Context: an optimization exercise on an open-source flow, tuned for small area, a short achievable clock period and few clock cycles per item. The choices shown serve that exercise and are no tape-out recipe.
Function was checked by simulation only, so behaviour that the tests miss may differ from the original.
No activity file was given, so power comes from the tool's default toggle rates.

<file path="flow/flow/run.sh">
#!/bin/bash
# The standard ORFS layout, with the smallest buffer as the port buffer
# cell (every input and output port still gets its own buffer).
set -euo pipefail
bash standard.sh "BUFFER_PORTS_ARGS=-buffer_cell sky130_fd_sc_hd__buf_1" finish > standard_flow.log 2>&1
</file>
<file path="flow/standard.sh">
#!/bin/bash
# synth_recipe.tcl (not shown) runs the flow's synth.tcl, then flattens the netlist and writes it again
# the make line also repeats each setting of config.mk as NAME=value (left out here)
make -C /OpenROAD-flow-scripts/flow DESIGN_CONFIG=/design/flow/config.mk WORK_HOME=/design/flow/orfs CLKGATE_MAP_FILE= SYNTH_SCRIPT=/design/flow/synth_recipe.tcl "${@:-finish}"
</file>
<file path="flow/config.mk">
export PLATFORM = sky130hd
export DESIGN_NAME = execCluster
export DESIGN_NICKNAME = execCluster
export VERILOG_FILES = /design/flow/design.v
export SDC_FILE = /design/flow/constraint.sdc
export NUM_CORES = 4
export LEC_CHECK = 0
export ABC_CLOCK_PERIOD_IN_PS = 2000
export CAP_MARGIN = 20
export CORE_MARGIN = 2
export CORE_UTILIZATION = 50
export CTS_CLUSTER_DIAMETER = 100
export CTS_CLUSTER_SIZE = 30
export GPL_ROUTABILITY_DRIVEN = 0
export PLACE_DENSITY = 0.65
export SETUP_SLACK_MARGIN = 3.5
export SLEW_MARGIN = 20
</file>
<file path="flow/constraint.sdc">
create_clock -name core_clock -period 6.5 [get_ports {clk}]
set_input_delay 1.3000 -clock core_clock [delete_from_list [all_inputs] [get_ports {clk}]]
set_output_delay 1.3000 -clock core_clock [all_outputs]
set_load 0.01 [all_outputs]
</file>
<file path="flow/design.v">
package isaPkg;
    localparam logic [5:0] OP_RTYPE = 6'h00;
    localparam logic [5:0] OP_BLTZ  = 6'h01;
    localparam logic [5:0] OP_J     = 6'h02;
    localparam logic [5:0] OP_JAL   = 6'h03;
    localparam logic [5:0] OP_BEQ   = 6'h04;
    localparam logic [5:0] OP_BNE   = 6'h05;
    localparam logic [5:0] OP_BLEZ  = 6'h06;
    localparam logic [5:0] OP_BGTZ  = 6'h07;
    localparam logic [5:0] OP_ADDI  = 6'h08;
    localparam logic [5:0] OP_ADDIU = 6'h09;
    localparam logic [5:0] OP_SLTI  = 6'h0a;
    localparam logic [5:0] OP_SLTIU = 6'h0b;
    localparam logic [5:0] OP_ANDI  = 6'h0c;
    localparam logic [5:0] OP_LUI   = 6'h0f;
    localparam logic [5:0] OP_LW    = 6'h23;
    localparam logic [5:0] OP_SW    = 6'h2b;
    localparam logic [5:0] FN_SLL  = 6'h00;
    localparam logic [5:0] FN_SRL  = 6'h02;
    localparam logic [5:0] FN_SRA  = 6'h03;
    localparam logic [5:0] FN_JR   = 6'h08;
    localparam logic [5:0] FN_JALR = 6'h09;
    localparam logic [5:0] FN_ADD  = 6'h20;
    localparam logic [5:0] FN_ADDU = 6'h21;
    localparam logic [5:0] FN_SUB  = 6'h22;
    localparam logic [5:0] FN_SUBU = 6'h23;
    localparam logic [5:0] FN_AND  = 6'h24;
    localparam logic [5:0] FN_OR   = 6'h25;
    localparam logic [5:0] FN_XOR  = 6'h26;
    localparam logic [5:0] FN_NOR  = 6'h27;
    localparam logic [5:0] FN_SLT  = 6'h2a;
    localparam logic [5:0] FN_SLTU = 6'h2b;
    localparam logic [2:0] PC_SEQ    = 3'b000;
    localparam logic [2:0] PC_BRANCH = 3'b001;
    localparam logic [2:0] PC_JUMP   = 3'b010;
    localparam logic [2:0] PC_REG    = 3'b011;
    localparam logic [2:0] PC_IRQ    = 3'b100;
    localparam logic [2:0] PC_EXC    = 3'b101;
    localparam logic [1:0] DST_RT    = 2'b00;
    localparam logic [1:0] DST_RD    = 2'b01;
    localparam logic [1:0] DST_LINK  = 2'b10;
    localparam logic [1:0] DST_TRAP  = 2'b11;
    localparam logic [1:0] WB_ALU    = 2'b00;
    localparam logic [1:0] WB_MEM    = 2'b01;
    localparam logic [1:0] WB_LINK   = 2'b10;
    localparam logic [1:0] WB_PC     = 2'b11;
    localparam logic [31:0] IRQ_VECTOR = 32'h8000_0004;
    localparam logic [31:0] EXC_VECTOR = 32'h8000_0008;
    localparam logic [4:0]  TRAP_REG   = 5'd26;
    localparam logic [4:0]  LINK_REG   = 5'd31;
    typedef enum logic [5:0] {
        ALU_ADD = 6'b000000, ALU_SUB = 6'b000001,
        ALU_AND = 6'b011000, ALU_OR  = 6'b011110,
        ALU_XOR = 6'b010110, ALU_NOR = 6'b010001,
        ALU_SLL = 6'b100000, ALU_SRL = 6'b100001,
        ALU_SRA = 6'b100011, ALU_LT  = 6'b110101,
        ALU_EQ  = 6'b110011, ALU_NE  = 6'b110001,
        ALU_LEZ = 6'b111101, ALU_GTZ = 6'b111111,
        ALU_LTZ = 6'b111011
    } aluFun_t;
    typedef struct packed {
        logic [5:0] opcode;
        logic [4:0] rs;
        logic [4:0] rt;
        logic [4:0] rd;
        logic [4:0] shamt;
        logic [5:0] funct;
    } rInstr_t;
    typedef struct packed {
        logic [5:0]  opcode;
        logic [4:0]  rs;
        logic [4:0]  rt;
        logic [15:0] imm16;
    } iInstr_t;
    typedef union packed {
        rInstr_t r;
        iInstr_t i;
    } instr_t;  
    typedef struct packed {
        logic [2:0] pcSrc;
        logic       sign;
        logic       regWrite;
        logic [1:0] regDst;
        logic       memRead;
        logic       memWrite;
        logic [1:0] memToReg;
        logic       aluSrc1;
        logic       aluSrc2;
        logic       extOp;
        logic       luOp;
        aluFun_t    aluFun;
    } ctrl_t;
endpackage
package pipePkg;
    localparam int NUM_LANES = 4;
    localparam int LANE_W    = (NUM_LANES > 1) ? $clog2(NUM_LANES) : 1;
    typedef struct packed {
        logic [31:0]    instr;      
        logic [31:0]    pc;
        logic [31:0]    rsVal;
        logic [31:0]    rtVal;
        logic           irq;
    } issue_t;
    typedef struct packed {
        logic        regWrite;
        logic [4:0]  wbReg;
        logic [31:0] wbVal;      
        logic        memRead;
        logic        memWrite;
        logic [31:0] memAddr;
        logic [31:0] storeData;
        logic [31:0] nextPc;
        logic        trap;
    } result_t;
    localparam int ISSUE_W  = 129;     
    localparam int RESULT_W = 137;     
    function automatic logic [LANE_W-1:0] nextLane(input logic [LANE_W-1:0] idx);
        nextLane = (idx == LANE_W'(NUM_LANES - 1)) ? '0 : idx + 1'b1;
    endfunction
endpackage
`timescale 1ns/1ns
module execCluster
(
    input  logic           clk,
    input  logic           rst,
    input  logic           inValid,
    output logic           inReady,
    input  logic [128:0]   inPkt,      
    output logic           outValid,
    input  logic           outReady,
    output logic [136:0]   outPkt      
);
    logic [128:0] nx;     
    logic [31:0] iIns, iPc, iRs, iRt, iRtRev, iB, iX, iA, iSImm;
    logic        iIrq, iIsR, iIsBr, iSub, iCi, iEq, iRsZero, iTk;
    logic [5:0]  iOp, iFn;
    logic [15:0] iImm, iF;
    assign iIns  = nx[128:97];
    assign iPc   = nx[96:65];
    assign iRs   = nx[64:33];
    assign iRt   = nx[32:1];
    assign iIrq  = nx[0];
    assign iOp   = iIns[31:26];
    assign iFn   = iIns[5:0];
    assign iImm  = iIns[15:0];
    assign iSImm = {{16{iImm[15]}}, iImm};
    assign iIsR  = (iOp == 6'h00);
    assign iIsBr = (iOp == 6'h01) | (iOp[5:2] == 4'b0001);
    assign iSub  = iIsR ? (iFn == 6'h22 || iFn == 6'h23 || iFn == 6'h2a || iFn == 6'h2b)
                        : (iOp == 6'h0a || iOp == 6'h0b);
    always_comb begin
        for (int i = 0; i < 32; i++) iRtRev[i] = iRt[31-i];
    end
    assign iB    = iIsR ? ((iFn == 6'h00) ? iRtRev : iRt) : iIsBr ? {iSImm[29:0], 2'b00} : (iOp == 6'h0f) ? {iImm, 16'd0}
                 : (iOp == 6'h0c) ? {16'd0, iImm} : iSImm;
    assign iX    = iB ^ {32{iSub}};
    assign iCi   = iSub | iIsBr;
    assign iA    = iIsBr ? {iPc[31:2], 2'b11} : iRs;
    assign iF    = iIsR ? iIns[15:0] : iIns[31:16];
    assign iEq     = (iRs == iRt);
    assign iRsZero = (iRs == 32'd0);
    always_comb begin
        case (iOp[2:0])
            3'b100:  iTk = iEq;                    
            3'b101:  iTk = ~iEq;                   
            3'b110:  iTk = iRs[31] | iRsZero;      
            3'b111:  iTk = ~iRs[31] & ~iRsZero;    
            default: iTk = iRs[31];                
        endcase
    end
    localparam int HD_W = 148;
    logic [HD_W-1:0] hdNext;
    assign hdNext = {iIsR, iCi, iTk, iF, iRt, iX, iPc, iA, iIrq};
    logic [HD_W-1:0]   hd;
    logic [128:0]      r0, r1;
    logic              vh;
    logic [1:0]        occ;      
    logic              wp, rp;   
    logic              take, acc, hdLoad, fromRing;
    logic [1:0]        occNext;
    logic              rdy;      
    assign inReady  = rdy;
    assign acc      = inValid & inReady;
    assign take     = vh & (~outValid | outReady);
    assign hdLoad   = take | ~vh;                 
    assign fromRing = |occ;
    assign nx = rp ? r1 : r0;
    assign occNext = (occ & ~({rp, ~rp} & {2{hdLoad & fromRing}})) | ({wp, ~wp} & {2{acc}});
    always_ff @(posedge clk) begin
        if (hdLoad)  hd <= hdNext;
        if (!occ[0]) r0 <= inPkt;
        if (!occ[1]) r1 <= inPkt;
    end
    always_ff @(posedge clk) begin
        if (rst) begin
            vh  <= 1'b0;
            occ <= 2'b00;
            rdy <= 1'b1;
            wp  <= 1'b0;
            rp  <= 1'b0;
        end else begin
            if (hdLoad) vh <= fromRing;
            occ <= occNext;
            rdy <= ~&occNext;
            if (acc)                 wp <= ~wp;
            if (hdLoad && fromRing)  rp <= ~rp;
        end
    end
    logic        isR, ci, tk, irq;
    logic [15:0] f;
    logic [31:0] rt, x, pc, rs;
    logic [5:0]  op, fn;
    logic [4:0]  sh;
    assign {isR, ci, tk, f, rt, x, pc, rs, irq} = hd;     
    assign op = isR ? 6'h00 : f[15:10];
    assign fn = f[5:0];
    assign sh = f[10:6];
    logic isBr, isJ, isJal, isAndi, isSlti, isSltiu, isLw, isSw, legal, trap;
    logic fnAnd, fnOr, fnXor, fnNor, fnSll, fnSrl, fnSra, fnSlt, fnSltu, fnJr, fnJalr;
    assign isBr    = (op == 6'h01) | (op[5:2] == 4'b0001);
    assign isJ     = (op == 6'h02);
    assign isJal   = (op == 6'h03);
    assign isAndi  = (op == 6'h0c);
    assign isSlti  = (op == 6'h0a);
    assign isSltiu = (op == 6'h0b);
    assign isLw    = (op == 6'h23);
    assign isSw    = (op == 6'h2b);
    assign legal   = (op[5:4] == 2'b00 && op[3:0] != 4'hd && op[3:0] != 4'he) | isLw | isSw;
    assign trap    = irq | ~legal;
    assign fnAnd  = (fn == 6'h24);
    assign fnOr   = (fn == 6'h25);
    assign fnXor  = (fn == 6'h26);
    assign fnNor  = (fn == 6'h27);
    assign fnSll  = (fn == 6'h00);
    assign fnSrl  = (fn == 6'h02);
    assign fnSra  = (fn == 6'h03);
    assign fnSlt  = (fn == 6'h2a);
    assign fnSltu = (fn == 6'h2b);
    assign fnJr   = (fn == 6'h08);
    assign fnJalr = (fn == 6'h09);
    logic [31:0] ap, ag, s0, s1;
    logic [7:0]  bg, bp;
    logic [8:0]  G0, P0, G1, P1, G2, P2, G3, P3, G4;
    logic [32:0] sum;
    logic        ltS, ltU;
    assign ap = rs ^ x;
    assign ag = rs & x;
    always_comb begin
        for (int k = 0; k < 8; k++) begin
            logic [3:0] pp, gg, c0, c1;
            pp = ap[4*k +: 4];
            gg = ag[4*k +: 4];
            bg[k] = gg[3] | (pp[3] & gg[2]) | (pp[3] & pp[2] & gg[1]) | (pp[3] & pp[2] & pp[1] & gg[0]);
            bp[k] = &pp;
            c0 = {gg[2] | (pp[2] & gg[1]) | (pp[2] & pp[1] & gg[0]), gg[1] | (pp[1] & gg[0]), gg[0], 1'b0};
            c1 = {gg[2] | (pp[2] & gg[1]) | (pp[2] & pp[1] & gg[0]) | (pp[2] & pp[1] & pp[0]),
                  gg[1] | (pp[1] & gg[0]) | (pp[1] & pp[0]), gg[0] | pp[0], 1'b1};
            s0[4*k +: 4] = pp ^ c0;
            s1[4*k +: 4] = pp ^ c1;
        end
    end
    assign G0 = {bg, ci};     
    assign P0 = {bp, 1'b0};
    always_comb begin
        for (int i = 0; i < 9; i++) begin
            G1[i] = (i >= 1) ? (G0[i] | (P0[i] & G0[i-1])) : G0[i];
            P1[i] = (i >= 1) ? (P0[i] & P0[i-1])           : P0[i];
        end
        for (int i = 0; i < 9; i++) begin
            G2[i] = (i >= 2) ? (G1[i] | (P1[i] & G1[i-2])) : G1[i];
            P2[i] = (i >= 2) ? (P1[i] & P1[i-2])           : P1[i];
        end
        for (int i = 0; i < 9; i++) begin
            G3[i] = (i >= 4) ? (G2[i] | (P2[i] & G2[i-4])) : G2[i];
            P3[i] = (i >= 4) ? (P2[i] & P2[i-4])           : P2[i];
        end
        for (int i = 0; i < 9; i++) begin
            G4[i] = (i >= 8) ? (G3[i] | (P3[i] & G3[i-8])) : G3[i];
        end
        for (int k = 0; k < 8; k++) sum[4*k +: 4] = G4[k] ? s1[4*k +: 4] : s0[4*k +: 4];     
        sum[32] = G4[8];     
    end
    assign ltU = ~sum[32];
    assign ltS = (rs[31] ^ x[31] ^ ci) ? rs[31] : ltU;
    logic [31:0] pc4, brPc;
    assign pc4  = {pc[31:2] + 30'd1, pc[1:0]};
    assign brPc = {sum[31:2], pc[1:0]};
    logic [31:0] shMid, shOut;
    logic        shFill;
    assign shFill = fn[0] & x[31];
    always_comb begin
        shMid = x;
        for (int k = 0; k < 5; k++)
            if (sh[k]) shMid = (shMid >> (1 << k)) | ({32{shFill}} << (32 - (1 << k)));
        for (int i = 0; i < 32; i++) shOut[i] = fn[1] ? shMid[i] : shMid[31-i];
    end
    logic [31:0] logicY;
    always_comb begin
        case ({isR, fn[1:0]})
            3'b101:  logicY = rs | x;
            3'b110:  logicY = rs ^ x;
            3'b111:  logicY = ~(rs | x);
            default: logicY = rs & x;
        endcase
    end
    logic selSum, selLog, selSh, selLtS, selLtU, selTk;
    always_comb begin
        selSum = 1'b0; selLog = 1'b0; selSh = 1'b0; selLtS = 1'b0; selLtU = 1'b0; selTk = 1'b0;
        if (isR) begin
            if (fnAnd | fnOr | fnXor | fnNor)  selLog = 1'b1;
            else if (fnSll | fnSrl | fnSra)    selSh  = 1'b1;
            else if (fnSlt)                    selLtS = 1'b1;
            else if (fnSltu)                   selLtU = 1'b1;
            else                               selSum = 1'b1;
        end else if (isBr)                     selTk  = 1'b1;
        else if (isAndi)                       selLog = 1'b1;
        else if (isSlti)                       selLtS = 1'b1;
        else if (isSltiu)                      selLtU = 1'b1;
        else                                   selSum = 1'b1;
    end
    logic        regWrite, wbAlu;
    logic [4:0]  wbReg;
    logic [31:0] wbOther;
    always_comb begin
        regWrite = 1'b1;
        wbReg    = f[4:0];
        wbAlu    = 1'b1;
        wbOther  = pc4;
        if (irq) begin
            wbReg   = 5'd26;
            wbAlu   = 1'b0;
            wbOther = pc;
        end else if (!legal) begin
            wbReg   = 5'd26;
            wbAlu   = 1'b0;
        end else if (isR) begin
            wbReg    = f[15:11];
            regWrite = ~fnJr;
            wbAlu    = ~fnJalr;
        end else if (isBr | isJ | isSw) begin
            regWrite = 1'b0;
        end else if (isJal) begin
            wbReg = 5'd31;
            wbAlu = 1'b0;
        end else if (isLw) begin
            wbAlu   = 1'b0;
            wbOther = 32'd0;
        end
    end
    logic [31:0] alu, aluOther;
    always_comb begin
        aluOther    = ({32{selLog}} & logicY) | ({32{selSh}} & shOut);
        aluOther[0] = aluOther[0] | (selTk & tk);
        alu         = selSum ? sum[31:0] : aluOther;
        alu[0]      = alu[0] | (selLtS & ltS) | (selLtU & ltU);
    end
    logic [31:0] nextPc, nextPcOther;
    logic        brSel;
    assign brSel = isBr & tk & ~irq;
    always_comb begin
        if (irq)                            nextPcOther = 32'h8000_0004;
        else if (!legal)                    nextPcOther = 32'h8000_0008;
        else if (isR && (fnJr | fnJalr))    nextPcOther = rs;
        else if (isJ | isJal)               nextPcOther = {pc4[31:28], f[9:0], x[15:0], 2'b00};
        else                                nextPcOther = pc4;
    end
    assign nextPc = brSel ? brPc : nextPcOther;
    logic        oWbAlu;
    logic [31:0] oWbOther, oAlu;
    logic        oRegWrite, oMemRead, oMemWrite, oTrap;
    logic [4:0]  oWbReg;
    logic [31:0] oRt, oNextPc;
    always_ff @(posedge clk) begin
        if (rst) begin
            outValid <= 1'b0;
        end else if (~outValid | outReady) begin
            outValid <= vh;
        end
    end
    always_ff @(posedge clk) begin
        if (take) begin
            {oRegWrite, oWbReg, oWbAlu, oWbOther, oMemRead, oMemWrite, oAlu, oRt, oNextPc, oTrap}
                <= {regWrite, wbReg, wbAlu, wbOther, isLw, isSw, alu, rt, nextPc, trap};
        end
    end
    assign outPkt = {oRegWrite, oWbReg, oWbAlu ? oAlu : oWbOther, oMemRead, oMemWrite, oAlu, oRt, oNextPc, oTrap};
endmodule
</file>
==> reports/qor.txt, run 1 <==
Run status: no timing/DRC/antenna violations
CTS max path bufs: 3
Instance count of the mapped netlist: 2359
Total number of cells along the worst setup path: 4
Critical path capture point type: primary output
Post-synth cell types: 69
Worst Hold Class: flip-flop to flip-flop
Worst EP required: 5.20 ns
Remaining global-route overflow: 0
Clock slew at reported path FFs: 0.10 ns
Maximum operating frequency: 321.5 MHz
Die X-Extent: 243.7 um
CTS tree: done
Number of vias in the routed layout: 21620
Total Power Consumption: 0.01190 W
Finished Cell Area: 33080 um2
Number of buffers added to fix hold violations after cts: 0
Startpoint kind of the worst setup timing path: flip-flop
Category of the critical setup timing path: flip-flop to primary output
Worst reg2reg endpoint: oNextPc[30]
Number of DRC violations after detailed-routing iteration 0: 3516
Crit path max-delay cell type: edfxtp_1
Setup tns final: 0 ns
Most used flip-flop cell after synthesis: edfxtp_1
Nets: 2821
Mean routed wirelength per cell: 27.96 um
Number of vias per cell: 6.364
Depth of the worst register-to-register path: 11
Final worst-path cycle share: 0.4785
Aggregate global-route resource usage: 0.3061
Bufs and invs on worst path: 3
Worst path cell trace: buf_6 > clkbuf_16 > mux2_2 > clkbuf_2
Final critical-path required period: 3.110 ns
Worst slack on hold paths: 0.4270 ns
Post-synth design cell area: 28720 um2
Drt pass-1 iters: 8
Critical R2R Launch: hd[7]
Number of levels the H-tree was split into: 1
Core footprint: 56600 um2
Area growth from synthesis to layout: 15.19%
Start point of the critical path: oWbAlu
Last element of the critical path: outPkt[130]
Number of enable flip-flop cells after synthesis: 544
Post-route DRC violation count: 0
Async set-or-reset flop fraction in the synthesized netlist: 0
Max stage delay on crit path: 0.36 ns
WP data arrival: 1.81 ns
Number of sinks handled by clock tree synthesis: 551
Unrepaired setup endpoints after global routing: yes
Peak ir drop on the vdd network: 266.0 uV
Starting density of the core: 0.5073
Number of input and output port buffers inserted: 271
Die Y: 243.7 um
Seq cells post-synth: 551
Ports placed on the boundary: 272
CP delay by family, top: buffers and inverters
Sequential area share after synthesis: 0.5737
Clock latency of the later-clocked register in the worst-skew pair: 0.63 ns
Hold path cells: 0
Vias in the first global route: 19880
Area of the die: 59370 um2
Site Rows: 87
Fraction of layout cells with a size suffix above 1: 0.1501
Largest net degree at the start of global routing: 104
Detailed-placement wirelength estimate: 66.02 mm
Worst setup slack for register-to-register paths: 3.40 ns
MaxCap Viol Count: 0
Initial antenna violation count: 1
Total cell area at the placement stage: 30420 um2
First-pass GRT wire length: 133.8 mm
Largest fanout on the critical path: 8
ANT nets after route: 0
Power per cell area: 359.8 nW/um2
Final slew viol count: 0
Leakage component of the power: 11.97 nW
Post-synthesis average cell area: 12.17 um2
Yosys warning count: 1
Clock skew: 0.03754 ns
Cts bufs inserted: 25
Post-detailed-routing wire length: 94.99 mm
Synthesized net count: 2557
Number of hold violations in the final report: 0
Setup Viol. Count Final: 0
Clock root buffer master: clkbuf_16
Transition at the pin with the smallest max-transition slack: 1.093 ns
Worst relative slew slack: 0.2508
registers in the layout, indices dropped and copies added, names as in the netlist, 2 cells and up:
name / cells
hd: 148
oAlu: 32
oNextPc: 32
oRt: 32
oWbOther: 32
oWbReg: 5
occ: 2
r0: 129
r1: 129
layer usage:
| layer | vias to the layer above | wire length [um] | GRT usage |
|---|---|---|---|
| li1 | 9363 | - | - |
| met1 | 10470 | 36810 | 0.4255 |
| met2 | 1470 | 42440 | 0.4656 |
| met3 | 319 | 9002 | 0.04285 |
| met4 | 0 | 6725 | 0.1704 |
| met5 | - | 0 | 0 |
where the power goes:
group	total, W	switching (W)	internal [W]
logic	0.00486	0.00294	0.00191
clock network	0.00198	0.00117	0.000808
registers	0.00507	0.000493	0.00457
worst reg2reg max path: stages, from the launching register on:
cell and delay, ns:
edfxtp_1 0.47, inv_1 0.08, ha_1 0.36, nand2_1 0.16
o21ai_2 0.31, a32oi_2 0.16, a211oi_2 0.36, o21ai_4 0.13
o21ai_4 0.20, nor2_1 0.10, a221oi_2 0.37, o22ai_1 0.14
synth_stat cells, types with 22 or more instances:
| cell type | number | area, um2 |
|---|---|---|
| mux4_2 | 31 | 698.2 |
| mux2i_1 | 171 | 1712 |
| mux2_2 | 80 | 900.9 |
| clkbuf_1 | 93 | 349.1 |
| nor2b_1 | 22 | 137.6 |
| a21o_1 | 25 | 187.7 |
| ha_1 | 65 | 813.3 |
| a21oi_1 | 156 | 780.8 |
| o21a_1 | 29 | 217.7 |
| inv_1 | 122 | 457.9 |
| buf_1 | 23 | 86.33 |
| nor2_1 | 120 | 450.4 |
| a211oi_1 | 39 | 292.8 |
| o22ai_1 | 47 | 294.0 |
| a22o_1 | 25 | 219.0 |
| nand3_1 | 33 | 165.2 |
| edfxtp_1 | 544 | 16340 |
| xnor2_1 | 79 | 691.9 |
| o21ai_0 | 150 | 750.7 |
| xor2_1 | 45 | 394.1 |
| nand2_1 | 178 | 668.1 |
cell families after synthesis:
family	synth area share
AO/OA/AOI/OAI	0.1296
flip-flops	0.5737
AND/OR/NAND/NOR	0.07577
multiplexers	0.1153
buffers and inverters	0.03952
XOR/XNOR	0.03782
adder cells (fa/ha/maj)	0.02832
cell type report:
cell class              count  area (um2)
repair inverters            2       15.01
diodes                      2       5.005
well taps                 756       945.9
multi-input cells        1533       11830
clock buffers              33       655.6
fillers                  4619       23520
repair buffers            385        2484
clock inverters            10       175.2
inverters                 125       493.0
flip-flops and latches    551       16480
metrics by stage:
stage / cells / util / setup slack [ns]
3_5_place_dp: 3273 / 0.5373 / 2.455
5_1_grt: 3395 / 0.5843 / 3.334
3_3_place_gp: 3271 / 0.5363 / 2.484
2_1_floorplan: 2359 / - / 2.689
4_1_cts: 3368 / 0.5675 / 3.387
6_report: 3397 / 0.5844 / 3.390
how the worst min path moves through the flow:
stage,startpoint,endpoint,slack [ns]
finish,hd[108],oRt[11],0.43
global route,hd[111],oRt[14],0.44
CTS,hd[108],oRt[11],0.43
detailed placement,hd[109],oRt[12],0.40
global placement,hd[124],oRt[27],0.40
floorplan,hd[97],oRt[0],0.40
placed cells by master (no fill, tap or decap), types with 29 or more instances in the layout:
cell type  instances
a211oi_1          35
a21oi_1          148
buf_1            247
buf_4             78
buf_6             34
clkbuf_16         30
edfxtp_1         544
ha_1              57
inv_1            116
mux2_2            55
mux2i_1          147
mux4_2            31
nand2_1          175
nand3_1           31
nor2_1           114
o21a_1            29
o21ai_0          132
o22ai_1           47
xnor2_1           79
xor2_1            43
repair_timing:
action,CTS,global route
cloned,7,6
resized for setup,79,193
endpoints found under the setup margin,179,152
setup buffers,45,21
pin swaps,6,25
Testbench counts, summed over its fixed seeds: cycles 8,299, items 7,200.
==> run 2, diff against run 1 <==
--- a/flow/config.mk
+++ b/flow/config.mk
@@ -9,9 +9,8 @@
 export CAP_MARGIN = 20
 export CORE_MARGIN = 2
-export CORE_UTILIZATION = 50
+export CORE_UTILIZATION = 55
 export CTS_CLUSTER_DIAMETER = 100
 export CTS_CLUSTER_SIZE = 30
-export GPL_ROUTABILITY_DRIVEN = 0
-export PLACE_DENSITY = 0.65
+export PLACE_DENSITY = 0.7
 export SETUP_SLACK_MARGIN = 3.5
 export SLEW_MARGIN = 20
==> reports/qor.txt, run 2 <==
Instance count of the mapped netlist: 2359
Drt pass-1 iters: 6
Largest fanout on the critical path: 16
Core footprint: 51510 um2
Most frequent standard cell in the layout excluding fill and tap cells: edfxtp_1
Number of flip-flops in the largest register: 148
Number of vias per cell: 6.467
Ports placed on the boundary: 272
Hold Startpoint: hd[99]
Synthesized net count: 2557
Mean routed wirelength per cell: 29.84 um
Number of DRC violations after detailed-routing iteration 0: 2719
Peak ir drop on the vdd network: 317.9 uV
Dominant cell type by area after synthesis: edfxtp_1
Aggregate global-route resource usage: 0.3569
Remaining global-route overflow: 0
Leakage component of the power: 11.87 nW
Area growth from synthesis to layout: 14.96%
Worst reg2reg endpoint: oAlu[13]
Worst relative slew slack: 0.2618
Most used flip-flop cell after synthesis: edfxtp_1
Critical R2R Launch: hd[135]
Most used standard cell by instance count after synthesis: edfxtp_1
Unrepaired setup endpoints after global routing: yes
Total cell area at the placement stage: 30370 um2
Setup tns final: 0 ns
Category of the critical setup timing path: flip-flop to primary output
Non-filler cells in the finished layout: 3344
Seq cells post-synth: 551
Sequential area share after synthesis: 0.5737
Max stage delay on crit path: 0.38 ns
Clock slew at reported path FFs: 0.11 ns
Async set-or-reset flop fraction in the synthesized netlist: 0
Top cells by area, synth: edfxtp_1 (57%), mux2i_1 (6.0%), mux2_2 (3.1%), ha_1 (2.8%), a21oi_1 (2.7%)
Power per cell area: 361.3 nW/um2
Number of input and output port buffers inserted: 271
Largest net degree at the start of global routing: 90
Finished Cell Area: 33010 um2
Multi-input gate area in the final layout: 11940 um2
Crit path max-delay cell type: mux2_2
Initial antenna violation count: 3
Start point of the critical path: oWbAlu
Area of the die: 54060 um2
Number of vias in the routed layout: 21630
Clock skew: 0.03540 ns
Weighted congestion at the end of routability-driven global placement: 1.044
Final core occ: 0.6409
Site Rows: 83
Final worst-path cycle share: 0.4766
Depth of the worst register-to-register path: 8
Registers with the highest flip-flop counts: hd (148), r0 (129), r1 (129)
Post-Place Cells: 3207
Detailed-placement wirelength estimate: 71.67 mm
Clock latency of the later-clocked register in the worst-skew pair: 0.63 ns
Leading cell types in the layout, fill and taps excluded: edfxtp_1 (544), buf_1 (270), nand2_1 (176)
Most frequent cells after synthesis: edfxtp_1 (544), nand2_1 (178), mux2i_1 (171)
Post-synth design cell area: 28720 um2
Die X-Extent: 232.5 um
Hold path cells: 0
Fraction of layout cells with a size suffix above 1: 0.1603
Yosys warning count: 1
Nets: 2845
Starting density of the core: 0.5575
Number of enable flip-flop cells after synthesis: 544
Layout fillers: 4070
Post-detailed-routing wire length: 99.78 mm
Post-synthesis average cell area: 12.17 um2
Number of levels the H-tree was split into: 1
Vias in the first global route: 19870
Maximum operating frequency: 322.8 MHz
Number of hold violations in the final report: 0
End of the worst hold path: oRt[2]
Die Y: 232.5 um
Setup Viol. Count Final: 0
Cts bufs inserted: 24
Post-synth cell types: 69
ANT nets after route: 0
Post-synth top area share: 0.5688
First-pass GRT wire length: 138.3 mm
Final slew viol count: 0
Worst EP required: 5.20 ns
CTS tree: done
MaxCap Viol Count: 0
Worst path cell trace: buf_4 > buf_12 > mux2_2 > buf_1
WP data arrival: 1.80 ns
Worst setup slack for register-to-register paths: 3.45 ns
Transition at the pin with the smallest max-transition slack: 1.076 ns
Critical path capture point type: primary output
Worst Hold Class: flip-flop to flip-flop
Post-route DRC violation count: 0
Largest reg by FF count: hd
Worst slack on hold paths: 0.4184 ns
Run status: no timing/DRC/antenna violations
CTS max path bufs: 3
Final critical-path required period: 3.098 ns
Clock root buffer master: clkbuf_16
Area taken by flip-flops and latches: 16480 um2
Startpoint kind of the worst setup timing path: flip-flop
Number of sinks handled by clock tree synthesis: 551
run 2: changes by cell type in the layout (fill, tap and decap cells not counted), moves of 5 or more:
cell / before / now
mux2_2: 55 / 80
a221oi_2: 3 / 8
buf_4: 78 / 107
a21oi_1: 148 / 141
mux2_4: 25 / 0
ha_2: 4 / 10
buf_6: 34 / 7
a21oi_2: 6 / 13
a221oi_1: 9 / 4
ha_1: 57 / 46
ha_4: 4 / 9
buf_1: 247 / 270
run 2: critical path: cells and delay by family (launching register included):
kind                   cells  cell delay, ns
buffers and inverters      3            0.42
muxes                      1            0.38
DFF                        1            0.37
run 2: area by class of cell:
| cell class | count | area share |
|---|---|---|
| antenna | 1 | 0.00007580 |
| clock buffer | 34 | 0.01933 |
| clock inverter | 8 | 0.003828 |
| inverter | 125 | 0.01482 |
| multi-input combinational | 1533 | 0.3617 |
| sequential | 551 | 0.4992 |
| tap | 680 | 0.02577 |
| timing repair buffer | 410 | 0.07497 |
| timing repair inverter | 2 | 0.0003032 |
run 2: kinds of logic (layout without fill, tap and decap cells):
family | after synthesis | after routing | synth area share
compound gates | 595 | 595 | 0.1296
xor+xnor | 124 | 124 | 0.03782
fa+ha+maj | 65 | 65 | 0.02832
buf+inv | 275 | 579 | 0.03952
flops | 551 | 551 | 0.5737
mux | 282 | 282 | 0.1153
other cells | 0 | 1 | 0
simple gates | 467 | 467 | 0.07577
run 2: how the worst max path moves through the flow:
stage | slack (ns) | depth (start not counted) | end
after floorplan | 2.69 | 2 | oAlu[0]
after global placement | 2.35 | 7 | hd[93]
after detailed placement | 2.29 | 7 | hd[89]
after CTS | 3.40 | 3 | outPkt[130]
after global routing | 3.37 | 4 | outPkt[106]
final | 3.40 | 4 | outPkt[106]
run 2: where the power goes:
group | internal, W | switching, W | total (W) | leakage, nW
Sequential | 0.00457 | 0.000517 | 0.00509 | 5.58
Clock | 0.000731 | 0.00113 | 0.00187 | 0.360
Combinational | 0.00196 | 0.00301 | 0.00497 | 5.93
Total | 0.00727 | 0.00466 | 0.0119 | 11.9
run 2: metal layers:
layer | vias up | GRT usage | wire (um)
met4 | 0 | 0.1541 | 5834
met2 | 1250 | 0.5861 | 47240
met5 | - | 0 | 0
met1 | 10670 | 0.4816 | 38510
met3 | 280 | 0.04216 | 8196
li1 | 9430 | - | -
run 2: what timing repair did:
item	CTS	global route
pin swaps	10	19
setup buffers	32	49
hold buffers	0	0
endpoints found under the setup margin	206	123
endpoints found under the hold margin	0	0
gates resized for setup	115	101
gates cloned	5	8
run 2: metrics by stage:
step | setup WS, ns | power (W)
floorplan | 2.689 | 0.007665
global placement | 2.354 | 0.009298
detailed placement | 2.292 | 0.009337
CTS | 3.404 | 0.01144
global route | 3.370 | 0.01232
finish | 3.402 | 0.01193
==> run 3, diff against run 2 <==
--- a/flow/config.mk
+++ b/flow/config.mk
@@ -13,4 +13,4 @@
 export CTS_CLUSTER_SIZE = 30
 export PLACE_DENSITY = 0.7
-export SETUP_SLACK_MARGIN = 3.5
+export SETUP_SLACK_MARGIN = 3.6
 export SLEW_MARGIN = 20
==> reports/qor.txt, run 3 <==
Worst setup slack for register-to-register paths: 3.49 ns
Number of buffers added to fix hold violations after cts: 0
Area of the die: 54060 um2
Startpoint kind of the worst setup timing path: flip-flop
Final slew viol count: 0
Post-synth design cell area: 28720 um2
Most used standard cell by instance count after synthesis: edfxtp_1
Dominant cell type by area after synthesis: edfxtp_1
Leakage component of the power: 12.09 nW
Largest reg by FF count: hd
Area share of xor/xnor cells in the synthesized design: 0.03782
Die X-Extent: 232.5 um
Drt pass-1 iters: 5
Synthesized net count: 2557
Maximum operating frequency: 322.7 MHz
Post-synthesis share of cell area spent on full adders, half adders and majority gates: 0.02832
Run status: no timing/DRC/antenna violations
Most frequent cells after synthesis: edfxtp_1 (544), nand2_1 (178), mux2i_1 (171)
Registers with the highest flip-flop counts: hd (148), r0 (129), r1 (129)
Yosys warning count: 1
Worst reg2reg endpoint: oAlu[22]
Power per cell area: 364.6 nW/um2
Transition at the pin with the smallest max-transition slack: 1.077 ns
MaxCap Viol Count: 0
Fraction of layout cells with a size suffix above 1: 0.1929
Leading cell types in the layout, fill and taps excluded: edfxtp_1 (544), buf_1 (270), nand2_1 (172)
Largest fanout on the critical path: 16
Instance count of the mapped netlist: 2359
Die Y: 232.5 um
First-pass GRT wire length: 140.2 mm
Proportion of synthesized area in mux cells: 0.1153
Worst relative slew slack: 0.2613
Weighted congestion at the end of routability-driven global placement: 1.044
Mean routed wirelength per cell: 30.19 um
Initial antenna violation count: 0
Area taken by flip-flops and latches: 16480 um2
CTS max path bufs: 3
Cts bufs inserted: 24
Category of the critical setup timing path: flip-flop to primary output
Worst Hold Class: flip-flop to flip-flop
Clock slew at reported path FFs: 0.11 ns
Nets: 2873
Starting density of the core: 0.5575
Number of vias per cell: 6.487
Synth Area in Compound Gates: 0.1296
Number of enable flip-flop cells after synthesis: 544
Number of vias in the routed layout: 21870
Site Rows: 83
Top cells by area, synth: edfxtp_1 (57%), mux2i_1 (6.0%), mux2_2 (3.1%), ha_1 (2.8%), a21oi_1 (2.7%)
Sequential area share after synthesis: 0.5737
Hold path cells: 0
Post-route DRC violation count: 0
Non-filler cells in the finished layout: 3372
Number of sinks handled by clock tree synthesis: 551
Remaining global-route overflow: 0
Largest net degree at the start of global routing: 90
Final critical-path required period: 3.099 ns
Hold Startpoint: hd[99]
Post-synth top area share: 0.5688
Number of input and output port buffers inserted: 271
ANT nets after route: 0
Simple-gate share of the synthesized area: 0.07577
Peak ir drop on the vdd network: 313.7 uV
Clock skew: 0.04330 ns
Most used flip-flop cell after synthesis: edfxtp_1
WP data arrival: 1.80 ns
Final core occ: 0.6571
Worst EP required: 5.20 ns
Setup tns final: 0 ns
Seq cells post-synth: 551
Unrepaired setup endpoints after global routing: yes
Critical R2R Launch: hd[135]
Number of hold violations in the final report: 0
Setup Viol. Count Final: 0
Post-Place Cells: 3207
Area growth from synthesis to layout: 17.85%
Post-synthesis average cell area: 12.17 um2
Core footprint: 51510 um2
Final worst-path cycle share: 0.4768
Most frequent standard cell in the layout excluding fill and tap cells: edfxtp_1
Number of DRC violations after detailed-routing iteration 0: 2757
Depth of the worst register-to-register path: 8
Main combinational cell family by area after synthesis: compound AO/OA/AOI/OAI gates
Post-synth cell types: 69
Post-detailed-routing wire length: 101.8 mm
Number of flip-flops in the largest register: 148
Async set-or-reset flop fraction in the synthesized netlist: 0
End of the worst hold path: oRt[2]
CTS tree: done
Vias in the first global route: 20210
Number of levels the H-tree was split into: 1
Multi-input gate area in the final layout: 12480 um2
Ports placed on the boundary: 272
Critical path capture point type: primary output
Layout fillers: 3979
Detailed-placement wirelength estimate: 71.67 mm
Clock root buffer master: clkbuf_16
Clock latency of the later-clocked register in the worst-skew pair: 0.64 ns
Aggregate global-route resource usage: 0.3618
==> run 3: cell counts after synthesis <==
No cell type changed its count.
==> run 3: cell type report <==
cell class                 count  area share
timing repair buffer         436     0.08174
clock buffer                  34     0.01885
multi-input combinational   1535      0.3688
antenna                        1  0.00007394
timing repair inverter         2   0.0003697
sequential                   551      0.4869
clock inverter                 8    0.003734
tap                          680     0.02514
inverter                     125     0.01438
==> run 3: how the worst max path moves through the flow <==
| stage | cells past startpoint | end | from |
|---|---|---|---|
| 6_report | 4 | outPkt[130] | oWbAlu |
| 5_1_grt | 4 | outPkt[130] | oWbAlu |
| 4_1_cts | 3 | outPkt[130] | oWbAlu |
| 3_5_place_dp | 7 | hd[89] | rp |
| 3_3_place_gp | 7 | hd[93] | rp |
| 2_1_floorplan | 2 | oAlu[0] | outReady |
==> run 3: cell families after synthesis <==
group	Yosys count
AOI/OAI and AO/OA	595
xor gates and xnor gates	124
adders and majority gates	65
buffers and inverters	275
DFF	551
muxes	282
and+or+nand+nor	467
==> run 3: where the power goes <==
part           switching (W)  internal, W
combinational        0.00323      0.00217
sequential          0.000499      0.00457
clock                0.00113     0.000731
==> run 3: worst max-delay path, cell delays in order (launching register included) <==
cell      delay, ns
edfxtp_1       0.37
buf_4          0.13
buf_12         0.15
mux2_2         0.38
clkbuf_2       0.14
==> run 3: per-layer routing <==
metal  global-route usage  part of all wire  vias to the layer above
met5                    0                 0                        -
met4               0.1875             0.067                        0
met3              0.05012             0.085                      305
met2               0.5800              0.47                     1261
met1               0.4832              0.38                    10830
li1                     -                 -                     9476
==> run 3: stage by stage <==
step | instance area [um2] | hold slack (ns) | power, W | setup WS (ns)
3_3_place_gp | 30340 | 0.4018 | 0.009298 | 2.354
6_report | 33850 | 0.4165 | 0.01234 | 3.401
3_5_place_dp | 30370 | 0.4045 | 0.009337 | 2.292
5_1_grt | 33840 | 0.4379 | 0.01272 | 3.375
2_1_floorplan | 28750 | 0.4003 | 0.007665 | 2.689
4_1_cts | 32630 | 0.4229 | 0.01167 | 3.404
==> run 3: repair_timing <==
item,CTS,global route
buffers inserted,56,52
gates cloned,9,5
setup endpoints to repair,208,145
gates resized for setup,178,158
pin swaps,23,55
==> run 4, diff against run 3 <==
--- a/flow/design.v
+++ b/flow/design.v
@@ -133,5 +133,5 @@
     logic [128:0] nx;     
     logic [31:0] iIns, iPc, iRs, iRt, iRtRev, iB, iX, iA, iSImm;
-    logic        iIrq, iIsR, iIsBr, iSub, iCi, iEq, iRsZero, iTk;
+    logic        iIrq, iIsR, iIsBr, iSub, iCi, iEq, iRsZero, iTk, iSelLog, iSelSh;
     logic [5:0]  iOp, iFn;
     logic [15:0] iImm, iF;
@@ -158,4 +158,6 @@
     assign iA    = iIsBr ? {iPc[31:2], 2'b11} : iRs;
     assign iF    = iIsR ? iIns[15:0] : iIns[31:16];
+    assign iSelLog = iIsR ? (iFn[5:2] == 4'b1001) : (iOp == 6'h0c);        
+    assign iSelSh  = iIsR & (iFn == 6'h00 || iFn == 6'h02 || iFn == 6'h03);  
     assign iEq     = (iRs == iRt);
     assign iRsZero = (iRs == 32'd0);
@@ -169,7 +171,7 @@
         endcase
     end
-    localparam int HD_W = 148;
+    localparam int HD_W = 150;
     logic [HD_W-1:0] hdNext;
-    assign hdNext = {iIsR, iCi, iTk, iF, iRt, iX, iPc, iA, iIrq};
+    assign hdNext = {iSelLog, iSelSh, iIsR, iCi, iTk, iF, iRt, iX, iPc, iA, iIrq};
     logic [HD_W-1:0]   hd;
     logic [128:0]      r0, r1;
@@ -207,10 +209,10 @@
         end
     end
-    logic        isR, ci, tk, irq;
+    logic        isR, ci, tk, irq, hSelLog, hSelSh;
     logic [15:0] f;
     logic [31:0] rt, x, pc, rs;
     logic [5:0]  op, fn;
     logic [4:0]  sh;
-    assign {isR, ci, tk, f, rt, x, pc, rs, irq} = hd;     
+    assign {hSelLog, hSelSh, isR, ci, tk, f, rt, x, pc, rs, irq} = hd;     
     assign op = isR ? 6'h00 : f[15:10];
     assign fn = f[5:0];
@@ -350,5 +352,5 @@
     logic [31:0] alu, aluOther;
     always_comb begin
-        aluOther    = ({32{selLog}} & logicY) | ({32{selSh}} & shOut);
+        aluOther    = ({32{hSelLog}} & logicY) | ({32{hSelSh}} & shOut);
         aluOther[0] = aluOther[0] | (selTk & tk);
         alu         = selSum ? sum[31:0] : aluOther;
--- a/flow/config.mk
+++ b/flow/config.mk
@@ -9,8 +9,8 @@
 export CAP_MARGIN = 20
 export CORE_MARGIN = 2
-export CORE_UTILIZATION = 55
+export CORE_UTILIZATION = 50
 export CTS_CLUSTER_DIAMETER = 100
 export CTS_CLUSTER_SIZE = 30
-export PLACE_DENSITY = 0.7
-export SETUP_SLACK_MARGIN = 3.6
+export PLACE_DENSITY = 0.65
+export SETUP_SLACK_MARGIN = 3.3
 export SLEW_MARGIN = 20
==> reports/qor.txt, run 4 <==
Run status: no timing/DRC/antenna violations
Clock slew at reported path FFs: 0.11 ns
Largest fanout on the critical path: 6
Worst reg2reg endpoint: oAlu[0]
Peak ir drop on the vdd network: 245.5 uV
Unrepaired setup endpoints after global routing: yes
Site Rows: 88
Setup tns final: 0 ns
Power per cell area: 358.6 nW/um2
Top cells by area, synth: edfxtp_1 (57%), mux2i_1 (6.2%), a21oi_1 (3.5%), mux4_2 (3.3%), mux2_2 (3.2%)
Clock latency of the later-clocked register in the worst-skew pair: 0.65 ns
Total cell area at the placement stage: 30630 um2
Most used standard cell by instance count after synthesis: edfxtp_1
Vias in the first global route: 20230
Maximum operating frequency: 310.8 MHz
Yosys warning count: 1
Initial antenna violation count: 2
CTS max path bufs: 3
Detailed-placement wirelength estimate: 70.37 mm
Post-synthesis average cell area: 12.32 um2
Nets: 2820
Worst setup slack for register-to-register paths: 3.28 ns
End of the worst hold path: oRt[25]
Post-synth top area share: 0.5669
Number of input and output port buffers inserted: 271
Max stage delay on crit path: 0.49 ns
Depth of the worst register-to-register path: 10
Worst Hold Class: flip-flop to flip-flop
Async set-or-reset flop fraction in the synthesized netlist: 0
Number of buffers added to fix hold violations after cts: 0
Sequential area share after synthesis: 0.5717
Number of DRC violations after detailed-routing iteration 0: 2459
Most used flip-flop cell after synthesis: edfxtp_1
Cts bufs inserted: 25
Remaining global-route overflow: 0
Number of enable flip-flop cells after synthesis: 546
Critical path capture point type: flip-flop
Core footprint: 57480 um2
Setup Viol. Count Final: 0
Number of sinks handled by clock tree synthesis: 553
CTS tree: done
Post-detailed-routing wire length: 98.73 mm
Crit path max-delay cell type: edfxtp_1
First-pass GRT wire length: 139.7 mm
Finished Cell Area: 32670 um2
Instance count of the mapped netlist: 2347
Final worst-path cycle share: 0.4951
Leading cell types in the layout, fill and taps excluded: edfxtp_1 (546), buf_1 (271), a21oi_1 (198)
Number of vias per cell: 6.261
Clock root buffer master: clkbuf_16
Dominant cell type by area after synthesis: edfxtp_1
Number of levels the H-tree was split into: 1
Die X-Extent: 244.5 um
Critical R2R Launch: hd[75]
Number of flip-flops in the largest register: 150
Weighted congestion at the end of routability-driven global placement: 1.021
Number of vias in the routed layout: 21320
Ports placed on the boundary: 272
Synthesized net count: 2545
Worst EP required: 6.87 ns
Hold Startpoint: hd[122]
Seq cells post-synth: 553
Largest net degree at the start of global routing: 139
Hold path cells: 0
ANT nets after route: 0
Final slew viol count: 0
Aggregate global-route resource usage: 0.3239
Post-synth cell types: 78
Most frequent standard cell in the layout excluding fill and tap cells: edfxtp_1
Drt pass-1 iters: 8
Die Y: 244.5 um
Starting density of the core: 0.5032
Category of the critical setup timing path: flip-flop to flip-flop
Clock skew: 0.03571 ns
Area growth from synthesis to layout: 12.97%
Mean routed wirelength per cell: 29.00 um
Final critical-path required period: 3.218 ns
Registers with the highest flip-flop counts: hd (150), r0 (129), r1 (129)
Transition at the pin with the smallest max-transition slack: 1.016 ns
Largest reg by FF count: hd
Area of the die: 59790 um2
Final core occ: 0.5685
Worst relative slew slack: 0.3228
Post-synth design cell area: 28920 um2
MaxCap Viol Count: 0
Worst path cell trace: inv_1 > ha_4 > nand4_1 > nor4_2 > a22oi_2 > a211oi_4 > o211ai_1 > a31oi_2 > a21oi_1 > or4_1
Number of hold violations in the final report: 0
Post-route DRC violation count: 0
Startpoint kind of the worst setup timing path: flip-flop
Leakage component of the power: 11.76 nW
WP data arrival: 3.59 ns
Fraction of layout cells with a size suffix above 1: 0.1364
Total Power Consumption: 0.01172 W
Most frequent cells after synthesis: edfxtp_1 (546), a21oi_1 (201), mux2i_1 (180)
## run 4: cell count changes in the layout (fill, tap and decap cells not counted), moves of 15 or more
cell	change
mux2i_2	-17
a21oi_1	+66
nor2_1	+43
mux2i_1	+41
o21ai_0	-21
o21a_1	-19
a211oi_1	+15
xnor2_1	-16
nor3_1	+15
ha_1	+15
inv_1	+18
buf_4	-16
a21oi_2	-15
nand2_1	-71
## run 4: kinds of logic (layout without fill, tap and decap cells)
group | after synthesis | in the layout | synth area share
AOI/OAI and AO/OA | 585 | 585 | 0.1254
buffers and inverters | 282 | 573 | 0.03997
xor gates and xnor gates | 118 | 118 | 0.03573
muxes | 307 | 307 | 0.1283
adders and majority gates | 65 | 65 | 0.02812
other | 0 | 1 | 0
and+or+nand+nor | 437 | 438 | 0.07077
DFF | 553 | 553 | 0.5717
## run 4: per-layer routing
layer / GRT usage / wire length (um) / vias to the layer above
met2: 0.5065 / 44720 / 1202
met5: 0 / 30 / -
met4: 0.1772 / 6457 / 4
met1: 0.4257 / 38840 / 10480
met3: 0.06508 / 8682 / 242
li1: - / - / 9388
## run 4: layout make-up
class	count	area, um2
fillers	4808	24800
flip-flops and latches	553	16540
clock inverters	8	175.2
multi-input cells	1513	11680
diodes	1	2.502
repair inverters	1	7.507
repair buffers	393	2123
clock buffers	36	666.9
well taps	765	957.2
inverters	135	524.3
## run 4: critical path, delay by kind of cell, from the launching register on
family,cells,cell delay [ns]
AND/OR/NAND/NOR,3,0.93
adder cells (fa/ha/maj),1,0.31
flip-flops,1,0.49
buffers and inverters,1,0.12
AO/OA/AOI/OAI,5,1.09
## run 4: per-stage QoR
stage | setup slack (ns) | instances | hold slack [ns]
floorplan | 2.689 | 2347 | 0.4003
global placement | 2.520 | 3274 | 0.4037
detailed placement | 2.450 | 3274 | 0.4063
CTS | 3.266 | 3371 | 0.4142
global route | 3.244 | 3404 | 0.4252
finish | 3.282 | 3405 | 0.4174
## run 4: worst max path at each step
| stage | slack [ns] | cells after the start | end | start |
|---|---|---|---|---|
| floorplan | 2.69 | 2 | oAlu[0] | outReady |
| global placement | 2.52 | 8 | hd[91] | rp |
| detailed placement | 2.45 | 8 | hd[91] | rp |
| CTS | 3.27 | 10 | oNextPc[30] | hd[15] |
| global route | 3.24 | 10 | oNextPc[30] | hd[14] |
| finish | 3.28 | 10 | oAlu[0] | hd[75] |
## run 4: repair_timing
item                                    CTS  global route
pin swaps                                 5            13
setup buffers                            49            33
cloned                                    4             0
resized for setup                        43            40
endpoints found under the hold margin     0             0
endpoints found under the setup margin  131            58
## run 4: report_power, final
| group | internal (W) | total [W] | switching (W) |
|---|---|---|---|
| logic | 0.00183 | 0.00464 | 0.00281 |
| clock network | 0.000808 | 0.00199 | 0.00119 |
| registers | 0.00457 | 0.00508 | 0.000509 |
| total | 0.00721 | 0.0117 | 0.00451 |
Testbench counts of run 4, summed over its fixed seeds: cycles 8,299, items 7,200.
==> run 5, diff against run 4 <==
--- a/flow/config.mk
+++ b/flow/config.mk
@@ -13,4 +13,4 @@
 export CTS_CLUSTER_SIZE = 30
 export PLACE_DENSITY = 0.65
-export SETUP_SLACK_MARGIN = 3.3
+export SETUP_SLACK_MARGIN = 3.5
 export SLEW_MARGIN = 20
==> reports/qor.txt, run 5 <==
Area of the die: 59790 um2
Clock root buffer master: clkbuf_16
Unrepaired setup endpoints after global routing: yes
Leakage component of the power: 12.01 nW
Post-synthesis average cell area: 12.32 um2
Vias in the first global route: 20500
Number of flip-flops in the largest register: 150
Cts bufs inserted: 25
Multi-input gate area in the final layout: 11980 um2
Post-Place Cells: 3274
Worst setup slack for register-to-register paths: 3.34 ns
Cell with the most instances on the worst path: buf_4
Power per cell area: 360.9 nW/um2
Transition at the pin with the smallest max-transition slack: 0.9910 ns
Synthesized net count: 2545
Run status: no timing/DRC/antenna violations
Most frequent standard cell in the layout excluding fill and tap cells: edfxtp_1
Number of vias in the routed layout: 21550
Die Y: 244.5 um
Mean routed wirelength per cell: 29.28 um
Number of enable flip-flop cells after synthesis: 546
Peak ir drop on the vdd network: 272.5 uV
Post-synth cell types: 78
Yosys warning count: 1
Worst Hold Class: flip-flop to flip-flop
Starting density of the core: 0.5032
Instance count of the mapped netlist: 2347
Registers with the highest flip-flop counts: hd (150), r0 (129), r1 (129)
Ports placed on the boundary: 272
Top cells by area, synth: edfxtp_1 (57%), mux2i_1 (6.2%), a21oi_1 (3.5%), mux4_2 (3.3%), mux2_2 (3.2%)
Clock slew at reported path FFs: 0.11 ns
Number of buffers added to fix hold violations after cts: 0
Aggregate global-route resource usage: 0.3275
Leading cell types in the layout, fill and taps excluded: edfxtp_1 (546), buf_1 (259), a21oi_1 (193)
Bufs and invs on worst path: 3
Worst path cell trace: inv_2 > ha_4 > and2_4 > a221o_1 > a221oi_4 > o22ai_2 > o211ai_1 > a31oi_2 > buf_4 > buf_4 > xnor2_2 > a2bb2oi_2
Die X-Extent: 244.5 um
Total cell area at the placement stage: 30630 um2
Setup Viol. Count Final: 0
CTS max path bufs: 3
Async set-or-reset flop fraction in the synthesized netlist: 0
Area taken by flip-flops and latches: 16540 um2
Fraction of layout cells with a size suffix above 1: 0.1670
Number of levels the H-tree was split into: 1
Site Rows: 88
Initial antenna violation count: 1
Final worst-path cycle share: 0.4858
First-pass GRT wire length: 141.4 mm
Dominant cell type by area after synthesis: edfxtp_1
Number of sinks handled by clock tree synthesis: 553
Core footprint: 57480 um2
Most used flip-flop cell after synthesis: edfxtp_1
Remaining global-route overflow: 0
WP data arrival: 3.49 ns
Largest reg by FF count: hd
Post-route DRC violation count: 0
Seq cells post-synth: 553
Category of the critical setup timing path: flip-flop to flip-flop
Clock skew: 0.02972 ns
Nets: 2845
Weighted congestion at the end of routability-driven global placement: 1.021
MaxCap Viol Count: 0
Maximum operating frequency: 316.7 MHz
Final slew viol count: 0
Largest net degree at the start of global routing: 139
Layout fillers: 4747
Clock latency of the later-clocked register in the worst-skew pair: 0.64 ns
Post-synth top area share: 0.5669
Number of hold violations in the final report: 0
Detailed-placement wirelength estimate: 70.37 mm
Number of input and output port buffers inserted: 271
Worst relative slew slack: 0.3394
Drt pass-1 iters: 7
Worst EP required: 6.83 ns
CTS tree: done
Area growth from synthesis to layout: 14.96%
Largest fanout on the critical path: 4
Most frequent cells after synthesis: edfxtp_1 (546), a21oi_1 (201), mux2i_1 (180)
CP delay by family, top: compound AO/OA/AOI/OAI gates
Startpoint kind of the worst setup timing path: flip-flop
Sequential area share after synthesis: 0.5717
Critical path capture point type: flip-flop
Setup tns final: 0 ns
ANT nets after route: 0
Post-detailed-routing wire length: 100.4 mm
Non-filler cells in the finished layout: 3430
Number of DRC violations after detailed-routing iteration 0: 2512
Final critical-path required period: 3.157 ns
Finished Cell Area: 33250 um2
Most used standard cell by instance count after synthesis: edfxtp_1
Crit path max-delay cell type: edfxtp_1
Post-synth design cell area: 28920 um2
Number of vias per cell: 6.284
Max stage delay on crit path: 0.53 ns
## run 5: kinds of logic (layout without fill, tap and decap cells)
kind of cell    Yosys count  after routing  share of synthesized area
buf+inv                 282            597                    0.03997
fa+ha+maj                65             65                    0.02812
simple gates            437            439                    0.07077
other cells               0              1                          0
mux                     307            307                     0.1283
compound gates          585            585                     0.1254
flops                   553            553                     0.5717
xor+xnor                118            118                    0.03573
## run 5: area by class of cell
class	instances	area share
antenna	1	0.00007526
clock buffer	36	0.02006
timing repair inverter	2	0.0004516
tap	765	0.02879
timing repair buffer	416	0.07191
sequential	553	0.4974
inverter	135	0.01584
clock inverter	8	0.005268
multi-input combinational	1514	0.3602
## run 5: final timing paths
check | startpoint | to | depth (start not counted)
worst max-delay path | hd[15] | oNextPc[31] | 12
worst min-delay path | hd[122] | oRt[25] | 0
worst max register to register | hd[15] | oNextPc[31] | 12
worst min register to register | hd[122] | oRt[25] | 0
## run 5: what timing repair did
| action | CTS | global route |
|---|---|---|
| hold endpoints to repair | 0 | 0 |
| buffers inserted | 73 | 30 |
| gates resized for setup | 99 | 79 |
| endpoints found under the setup margin | 167 | 126 |
| pin swaps | 27 | 33 |
| cloned | 4 | 4 |
## run 5: report_power, final
| group | switching (W) | internal (W) |
|---|---|---|
| Combinational | 0.00294 | 0.00199 |
| Clock | 0.00118 | 0.000808 |
| Sequential | 0.000507 | 0.00457 |
## run 5: per-layer routing
layer | up-vias | global-route usage | part of all wire
li1 | 9451 | - | -
met3 | 274 | 0.06585 | 0.093
met2 | 1238 | 0.5109 | 0.45
met1 | 10590 | 0.4304 | 0.38
met5 | - | 0 | 0.00013
met4 | 2 | 0.1820 | 0.069
## run 5: stage by stage
stage          hold WS [ns]  power (W)  worst slack [ns]    util
3_5_place_dp         0.4063   0.009178             2.450  0.5330
2_1_floorplan        0.4003   0.007623             2.689       -
4_1_cts              0.4142    0.01162             3.359  0.5677
3_3_place_gp         0.4037   0.009157             2.520  0.5329
5_1_grt              0.4252    0.01240             3.278  0.5785
6_report             0.4149    0.01200             3.343  0.5785
==> run 6, diff against run 5 <==
--- a/flow/config.mk
+++ b/flow/config.mk
@@ -9,8 +9,8 @@
 export CAP_MARGIN = 20
 export CORE_MARGIN = 2
-export CORE_UTILIZATION = 50
+export CORE_UTILIZATION = 60
 export CTS_CLUSTER_DIAMETER = 100
 export CTS_CLUSTER_SIZE = 30
-export PLACE_DENSITY = 0.65
-export SETUP_SLACK_MARGIN = 3.5
+export PLACE_DENSITY = 0.7
+export SETUP_SLACK_MARGIN = 3.3
 export SLEW_MARGIN = 20
==> reports/qor.txt, run 6 <==
Final critical-path required period: 3.255 ns
Post-synthesis share of cell area spent on full adders, half adders and majority gates: 0.02812
Leakage component of the power: 11.52 nW
WP data arrival: 3.58 ns
Ports placed on the boundary: 272
Leading cell types in the layout, fill and taps excluded: edfxtp_1 (546), buf_1 (271), a21oi_1 (195)
Largest net degree at the start of global routing: 85
Most frequent cells after synthesis: edfxtp_1 (546), a21oi_1 (201), mux2i_1 (180)
Post-detailed-routing wire length: 93.16 mm
Most used standard cell by instance count after synthesis: edfxtp_1
Power per cell area: 353.4 nW/um2
Proportion of synthesized area in mux cells: 0.1283
Fraction of layout cells with a size suffix above 1: 0.1247
Area growth from synthesis to layout: 10.80%
Largest fanout on the critical path: 5
Worst setup slack for register-to-register paths: 3.25 ns
Post-layout worst setup margin: 3.245 ns
End of the worst hold path: oRt[8]
Max stage delay on crit path: 0.94 ns
Critical R2R Launch: hd[96]
Number of vias per cell: 6.580
Number of input and output port buffers inserted: 271
Cts bufs inserted: 23
Starting density of the core: 0.6070
Layout fillers: 3520
Clock slew at reported path FFs: 0.12 ns
Post-placement worst setup slack: 2.332 ns
Simple-gate share of the synthesized area: 0.07077
Post-Place Cells: 3121
Top cells by area, synth: edfxtp_1 (57%), mux2i_1 (6.2%), a21oi_1 (3.5%), mux4_2 (3.3%), mux2_2 (3.2%)
Worst relative slew slack: 0.2419
Number of sinks handled by clock tree synthesis: 553
Unrepaired setup endpoints after global routing: yes
First-pass GRT wire length: 131.6 mm
Most used flip-flop cell after synthesis: edfxtp_1
Area share of xor/xnor cells in the synthesized design: 0.03573
Post-synth design cell area: 28920 um2
Number of vias in the routed layout: 21210
Core footprint: 47650 um2
Hold Startpoint: hd[105]
Number of buffers added to fix hold violations after cts: 0
Most frequent standard cell in the layout excluding fill and tap cells: edfxtp_1
Clock skew: 0.02880 ns
Worst reg2reg endpoint: oAlu[15]
Sequential area share after synthesis: 0.5717
CTS tree: done
Mean routed wirelength per cell: 28.90 um
Worst path cell trace: buf_4 > mux4_2 > mux2_2 > mux2i_1 > o21ai_0 > a2111oi_0 > a21oi_1
Weighted congestion at the end of routability-driven global placement: 1.018
Category of the critical setup timing path: flip-flop to flip-flop
CTS max path bufs: 3
Area of the die: 49980 um2
Worst EP required: 6.83 ns
Post-synth cell types: 78
Async set-or-reset flop fraction in the synthesized netlist: 0
Largest reg by FF count: hd
Number of flip-flops in the largest register: 150
Critical path capture point type: flip-flop
Setup tns final: 0 ns
Instance count of the mapped netlist: 2347
Setup Viol. Count Final: 0
Dominant cell type by area after synthesis: edfxtp_1
Multi-input gate area in the final layout: 11630 um2
Synth Area in Compound Gates: 0.1254
Final worst-path cycle share: 0.5007
Worst slack on hold paths: 0.4214 ns
Clock latency of the later-clocked register in the worst-skew pair: 0.61 ns
MaxCap Viol Count: 0
Maximum operating frequency: 307.2 MHz
Yosys warning count: 1
Post-synth top area share: 0.5669
Registers with the highest flip-flop counts: hd (150), r0 (129), r1 (129)
Site Rows: 80
Final core occ: 0.6726
Crit path max-delay cell type: a2111oi_0
Remaining global-route overflow: 0
Run status: no timing/DRC/antenna violations
Non-filler cells in the finished layout: 3224
Transition at the pin with the smallest max-transition slack: 1.132 ns
Number of enable flip-flop cells after synthesis: 546
Initial antenna violation count: 1
Nets: 2788
Depth of the worst register-to-register path: 7
Number of hold violations in the final report: 0
Die X-Extent: 223.6 um
Main combinational cell family by area after synthesis: multiplexers
Post-synthesis average cell area: 12.32 um2
Seq cells post-synth: 553
Detailed-placement wirelength estimate: 66.86 mm
Vias in the first global route: 19740
Clock root buffer master: clkbuf_16
Number of levels the H-tree was split into: 1
Worst Hold Class: flip-flop to flip-flop
Post-route DRC violation count: 0
Peak ir drop on the vdd network: 317.9 uV
Synthesized net count: 2545
Startpoint kind of the worst setup timing path: flip-flop
Drt pass-1 iters: 8
Aggregate global-route resource usage: 0.3635
Area taken by flip-flops and latches: 16540 um2
Die Y: 223.6 um
Hold path cells: 0
ANT nets after route: 0
Number of DRC violations after detailed-routing iteration 0: 2910
Final slew viol count: 0
[run 6: cell families after synthesis]
kind of cell / Yosys count
AO/OA/AOI/OAI: 585
flip-flops: 553
AND/OR/NAND/NOR: 437
multiplexers: 307
buffers and inverters: 282
XOR/XNOR: 118
adder cells (fa/ha/maj): 65
[run 6: power breakdown]
group | internal, W | leakage (nW) | total, W | switching, W
logic | 0.00174 | 5.60 | 0.00447 | 0.00273
registers | 0.00457 | 5.60 | 0.00508 | 0.000514
clock network | 0.000697 | 0.328 | 0.00177 | 0.00107
[run 6: layer usage]
| metal | vias up | track usage | part of all wire |
|---|---|---|---|
| met5 | - | 0 | 0 |
| met2 | 1355 | 0.5713 | 0.45 |
| li1 | 9330 | - | - |
| met3 | 289 | 0.06781 | 0.099 |
| met4 | 0 | 0.2041 | 0.069 |
| met1 | 10240 | 0.4811 | 0.38 |
[run 6: worst max-delay path, delay by kind of cell, from the launching register on]
kind	cells	cell delay [ns]
compound gates	3	1.24
buf+inv	1	0.21
flops	1	0.54
mux	3	1.00
[run 6: what timing repair did]
action | CTS | global route
gates cloned | 2 | 3
pin swaps | 3 | 11
setup endpoints to repair | 129 | 102
resized for setup | 28 | 68
setup buffers | 23 | 31
[run 6: layout make-up]
type / instances / share of cell area
Timing Repair Buffer: 363 / 0.05872
Clock buffer: 38 / 0.01972
Antenna cell: 2 / 0.0001562
Clock inverter: 4 / 0.001796
Inverter: 135 / 0.01644
Multi-Input combinational cell: 1513 / 0.3628
Sequential cell: 553 / 0.5161
Tap cell: 615 / 0.02401
Timing Repair inverter: 1 / 0.0002343
[run 6: worst max path at each step]
stage	startpoint	endpoint	slack [ns]	depth (start not counted)
finish	hd[96]	oAlu[15]	3.25	7
global route	hd[14]	oNextPc[30]	3.21	10
CTS	hd[15]	oAlu[27]	3.12	10
detailed placement	rp	hd[88]	2.33	9
global placement	rp	hd[70]	2.57	9
floorplan	outReady	oAlu[0]	2.69	2
[run 6: per-stage QoR]
| stage | instance area [um2] | power [W] |
|---|---|---|
| final | 32050 | 0.01132 |
| after global routing | 32040 | 0.01170 |
| after CTS | 31460 | 0.01098 |
| after detailed placement | 30410 | 0.009118 |
| after global placement | 30410 | 0.009077 |
| after floorplan | 28950 | 0.007623 |

## static timing again, ports no longer ideal
The results above use ideal ports. As a check the final layouts listed here were re-extracted and re-timed, cells and wires unchanged.
Step 1: set_driving_cell puts a clkbuf_16 on clk and a buf_2 on each other input, an assumption about the parent block.
Step 2, shift: input delay + t, output delay - t, t = (earliest + latest rising clock arrival at the registers) / 2. This alone moves slack from input paths to output paths.
Slacks: ideal / step 1 / step 2; pairs: ideal / step 1.
| run | t, ns | setup slack, ns | worst setup path after step 2 | worst slew at a driven data input, ns | pins driven straight from the clock port |
|---|---|---|---|---|---|
| run 1 | 0.681 | 3.390 / 3.324 / 3.156 | input to register | 0.07 | 1 |
| run 2 | 0.674 | 3.402 / 3.341 / 3.107 | input to register | 0.07 | 1 |
| run 3 | 0.676 | 3.401 / 3.338 / 3.106 | input to register | 0.07 | 1 |
| run 4 | 0.697 | 3.282 / 3.282 / 3.253 | input to register | 0.08 | 1 |
| run 5 | 0.689 | 3.343 / 3.306 / 3.243 | input to register | 0.08 | 1 |
| run 6 | 0.650 | 3.245 / 3.245 / 3.142 | input to register | 0.07 | 1 |
After both steps setup and hold are still met in every run listed.
